This is an optimization exercise on Yosys and OpenROAD, whose aim is small area, a short achievable clock period and few clock cycles per item, not a production implementation.
At most, simulation tests tie the RTL to the original design; equivalence was not proved.
Power and IR drop assume default switching activity.

==> run a: inputs <==
// alu_scalar_seq_module
module alu_scalar_seq_module #(
    parameter int DATA_W = 8,
    parameter int DIM    = 5,
    localparam int NELEM = DIM * DIM,
    localparam int MAT_W = NELEM * DATA_W
) (
    input  logic              clk,
    input  logic              rst,
    input  logic              start,
    input  logic [MAT_W-1:0]  A_flat,
    input  logic [DATA_W-1:0] scalar,
    output logic [MAT_W-1:0]  C_flat,
    output logic              overflow_flag,
    output logic              busy,
    output logic              done
);
export LEC_CHECK = 0
export CAP_MARGIN = 20
export CORE_MARGIN = 2
export CORE_UTILIZATION = 40
export CTS_BUF_LIST = sky130_fd_sc_hd__clkbuf_8
export SETUP_SLACK_MARGIN = 4
export SLEW_MARGIN = 20
create_clock -name core_clock -period 9.0 [get_ports {clk}]
standard.sh (not shown) runs the stock make flow with config.mk's settings and CLKGATE_MAP_FILE= SYNTH_SCRIPT=/design/flow/synth_recipe.tcl, a recipe that flattens the netlist after the stock synthesis.
==> flow/flow/run.sh <==
#!/bin/bash
# The standard layout (standard.sh) with three changes:
# - no full-adder extraction before ABC (ADDER_MAP_FILE empty), so that ABC sees whole logic
#   cones and can time them;
# - ABC maps the logic with flow/abc_delay.script, a delay-oriented mapping, instead of ORFS's
#   abc_speed.script; the rest of the synthesis is synth_recipe.tcl unchanged;
# - the port buffers are the smallest plain buffer instead of the delay cell buffer_ports picks.
set -euo pipefail
here=$(pwd)
export ADDER_MAP_FILE=
export BUFFER_PORTS_ARGS="-buffer_cell sky130_fd_sc_hd__buf_1"
export MY_ABC_SCRIPT=$here/flow/abc_delay.script
{ head -n 1 synth_recipe.tcl; cat flow/abc_proc.tcl; tail -n +2 synth_recipe.tcl; } > flow_synth.tcl
sed "s|SYNTH_SCRIPT=[^ ]*|SYNTH_SCRIPT=$here/flow_synth.tcl|" standard.sh > flow_standard.sh
bash flow_standard.sh synth > synth.log 2>&1
bash standard.sh > layout.log 2>&1
==> flow/flow/abc_delay.script <==
strash
&get -n
&fraig -x
&put
scorr
dc2
strash
&get -n
&dch -f
&nf {D}
&put
buffer -p
upsize {D}
dnsize {D}
stime -p
==> flow/flow/abc_proc.tcl <==
# ABC maps the logic with the script MY_ABC_SCRIPT names instead of ORFS's.
proc abc {args} {
  set i [lsearch -exact $args -script]
  if { $i >= 0 } { lset args [expr {$i + 1}] $::env(MY_ABC_SCRIPT) }
  yosys abc {*}$args
}
==> inputs of run b, as changes to run a <==
--- a/flow/design.v
+++ b/flow/design.v
@@ -339,15 +339,14 @@
             g = maj(e[i], nhi[i], g);
             m = maj(e[i], nl[i], m);
         end
         lane_ovf = e[7] ? !m : g;
     endfunction
     logic                 busy_q, done_q, ovf_q;
     logic [DATA_W-1:0]    s_q;    
-    logic [N0-1:0]        v_q;    
     logic [N0*DATA_W-1:0] c_q;    
     logic [N1*DATA_W-1:0] h_q;    
     logic                 accept;
     logic [DATA_W-1:0]    m_s, m_t;
     logic [7:0]           m_hi, m_lo, m_l;
     logic [6:0]           m_nhi, m_nl;
     logic                 m_m0;
@@ -367,28 +366,28 @@
         for (int l = 0; l < N0; l++) begin
             m_c[l*DATA_W +: DATA_W] = lane_mul(m_a[l*DATA_W +: DATA_W], m_s, m_t);
             m_v[l] = lane_ovf(m_a[l*DATA_W +: DATA_W], m_nhi, m_nl, m_m0);
         end
     end
     always_ff @(posedge clk) begin
         s_q <= scalar;
-        if (accept || busy_q) v_q <= m_v;
         if (accept) c_q <= m_c;
         if (accept) h_q <= A_flat[MAT_W-1:N0*DATA_W];
         else if (busy_q) h_q <= m_c[N1*DATA_W-1:0];
     end
     always_ff @(posedge clk or posedge rst) begin
         if (rst) begin
             busy_q <= 1'b0;
             done_q <= 1'b0;
             ovf_q  <= 1'b0;
         end else begin
             busy_q <= accept;
             done_q <= busy_q;
-            if (busy_q) ovf_q <= |v_q;
+            if (accept) ovf_q <= |m_v;
+            else if (busy_q) ovf_q <= ovf_q | (|m_v[N1-1:0]);
         end
     end
     assign C_flat        = {h_q, c_q};
-    assign overflow_flag = ovf_q | (|v_q[N1-1:0]);
+    assign overflow_flag = ovf_q;
     assign busy          = busy_q;
     assign done          = done_q;
 endmodule
==> flow/flow/run.sh (replaced) <==
#!/bin/bash
# The standard layout, with the port buffers made of the smallest plain buffer instead of
# the delay cell buffer_ports picks by default.
set -euo pipefail
export BUFFER_PORTS_ARGS="-buffer_cell sky130_fd_sc_hd__buf_1"
bash standard.sh > standard_flow.log 2>&1
==> flow/config.mk (replaced) <==
export PLATFORM = sky130hd
export DESIGN_NAME = alu_scalar_seq_module
export DESIGN_NICKNAME = alu_scalar_seq_module
export VERILOG_FILES = /design/flow/design.v
export SDC_FILE = /design/flow/constraint.sdc
export NUM_CORES = 4
export LEC_CHECK = 0
export CAP_MARGIN = 20
export CORE_MARGIN = 2
export CORE_UTILIZATION = 40
export SLEW_MARGIN = 20
removed: flow/flow/abc_delay.script
removed: flow/flow/abc_proc.tcl
==> inputs of run c, as changes to run a <==
==> flow/config.mk (replaced) <==
export PLATFORM = sky130hd
export DESIGN_NAME = alu_scalar_seq_module
export DESIGN_NICKNAME = alu_scalar_seq_module
export VERILOG_FILES = /design/flow/design.v
export SDC_FILE = /design/flow/constraint.sdc
export NUM_CORES = 4
export LEC_CHECK = 0
export CAP_MARGIN = 20
export CORE_MARGIN = 2
export CORE_UTILIZATION = 55
export SETUP_SLACK_MARGIN = 4
export SLEW_MARGIN = 20
==> inputs of run d, as changes to run a <==
--- a/flow/design.v
+++ b/flow/design.v
@@ -367,28 +367,28 @@
         for (int l = 0; l < N0; l++) begin
             m_c[l*DATA_W +: DATA_W] = lane_mul(m_a[l*DATA_W +: DATA_W], m_s, m_t);
             m_v[l] = lane_ovf(m_a[l*DATA_W +: DATA_W], m_nhi, m_nl, m_m0);
         end
     end
     always_ff @(posedge clk) begin
         s_q <= scalar;
-        if (accept || busy_q) v_q <= m_v;
+        v_q <= m_v;
         if (accept) c_q <= m_c;
         if (accept) h_q <= A_flat[MAT_W-1:N0*DATA_W];
         else if (busy_q) h_q <= m_c[N1*DATA_W-1:0];
     end
     always_ff @(posedge clk or posedge rst) begin
         if (rst) begin
             busy_q <= 1'b0;
             done_q <= 1'b0;
             ovf_q  <= 1'b0;
         end else begin
             busy_q <= accept;
             done_q <= busy_q;
-            if (busy_q) ovf_q <= |v_q;
+            if (busy_q) ovf_q <= (|v_q) | (|m_v[N1-1:0]);
         end
     end
     assign C_flat        = {h_q, c_q};
-    assign overflow_flag = ovf_q | (|v_q[N1-1:0]);
+    assign overflow_flag = ovf_q;
     assign busy          = busy_q;
     assign done          = done_q;
 endmodule
==> flow/config.mk (replaced) <==
export PLATFORM = sky130hd
export DESIGN_NAME = alu_scalar_seq_module
export DESIGN_NICKNAME = alu_scalar_seq_module
export VERILOG_FILES = /design/flow/design.v
export SDC_FILE = /design/flow/constraint.sdc
export NUM_CORES = 4
export LEC_CHECK = 0
export CAP_MARGIN = 20
export CORE_MARGIN = 2
export CORE_UTILIZATION = 40
export SETUP_SLACK_MARGIN = 5
export SLEW_MARGIN = 20
==> notes <==
First-iteration DRC count, highest first: run d, run c, run b, run a.
Clock skew, highest first: run d, run a, run c, run b.
Wire length: run c < run a < run b < run d.
Register-to-register slack: run d > run a > run c > run b.
Sequential power is about the same in run c and run d.
Synthesized area: run a is lower than run b (about 2.2%).
Utilization, lowest first: run b, run a, run d, run c.
The highest worst hold slack belongs to run d, the lowest to run c.
Testbench counts of run a, summed over its fixed seeds: cycles 1,920, items 960.
Testbench counts of run c, summed over its fixed seeds: cycles 1,920, items 960.
Testbench counts of run d, summed over its fixed seeds: cycles 1,920, items 960.
Function not checked in run b: the RTL went through the layout flow alone.

==> static timing again, ports no longer ideal <==
In the flow no input, the clock included, has a driving cell. The finished layouts below were timed again as built, in two steps.
Step 1, drivers: a clkbuf_16 drives clk and a buf_2 each remaining input, both assumed.
Step 2 moves the port delays by t, midway between the first and last clock arrival at a register: inputs arrive t later, outputs are due t later. That takes back most of the time a late clock gives input paths.
Three values: ideal, step 1, step 2; two values: the first two.
| run | t, ns | setup WS [ns] | worst slew at a driven data input, ns | pins driven straight from the clock port |
|---|---|---|---|---|
| run a | 0.675 | 4.005 / 4.014 / 3.339 | 0.09 | 1 |
| run b | 0.621 | 2.029 / 2.070 / 1.449 | 0.12 | 1 |
| run c | 0.621 | 3.917 / 3.946 / 3.326 | 0.07 | 1 |
| run d | 0.639 | 4.185 / 4.221 / 3.582 | 0.07 | 1 |
After both steps setup and hold are still met in every run listed. For run a, which loses most, drivers alone change the setup slack by +0.009 ns; drivers and shift together by -0.666 ns.
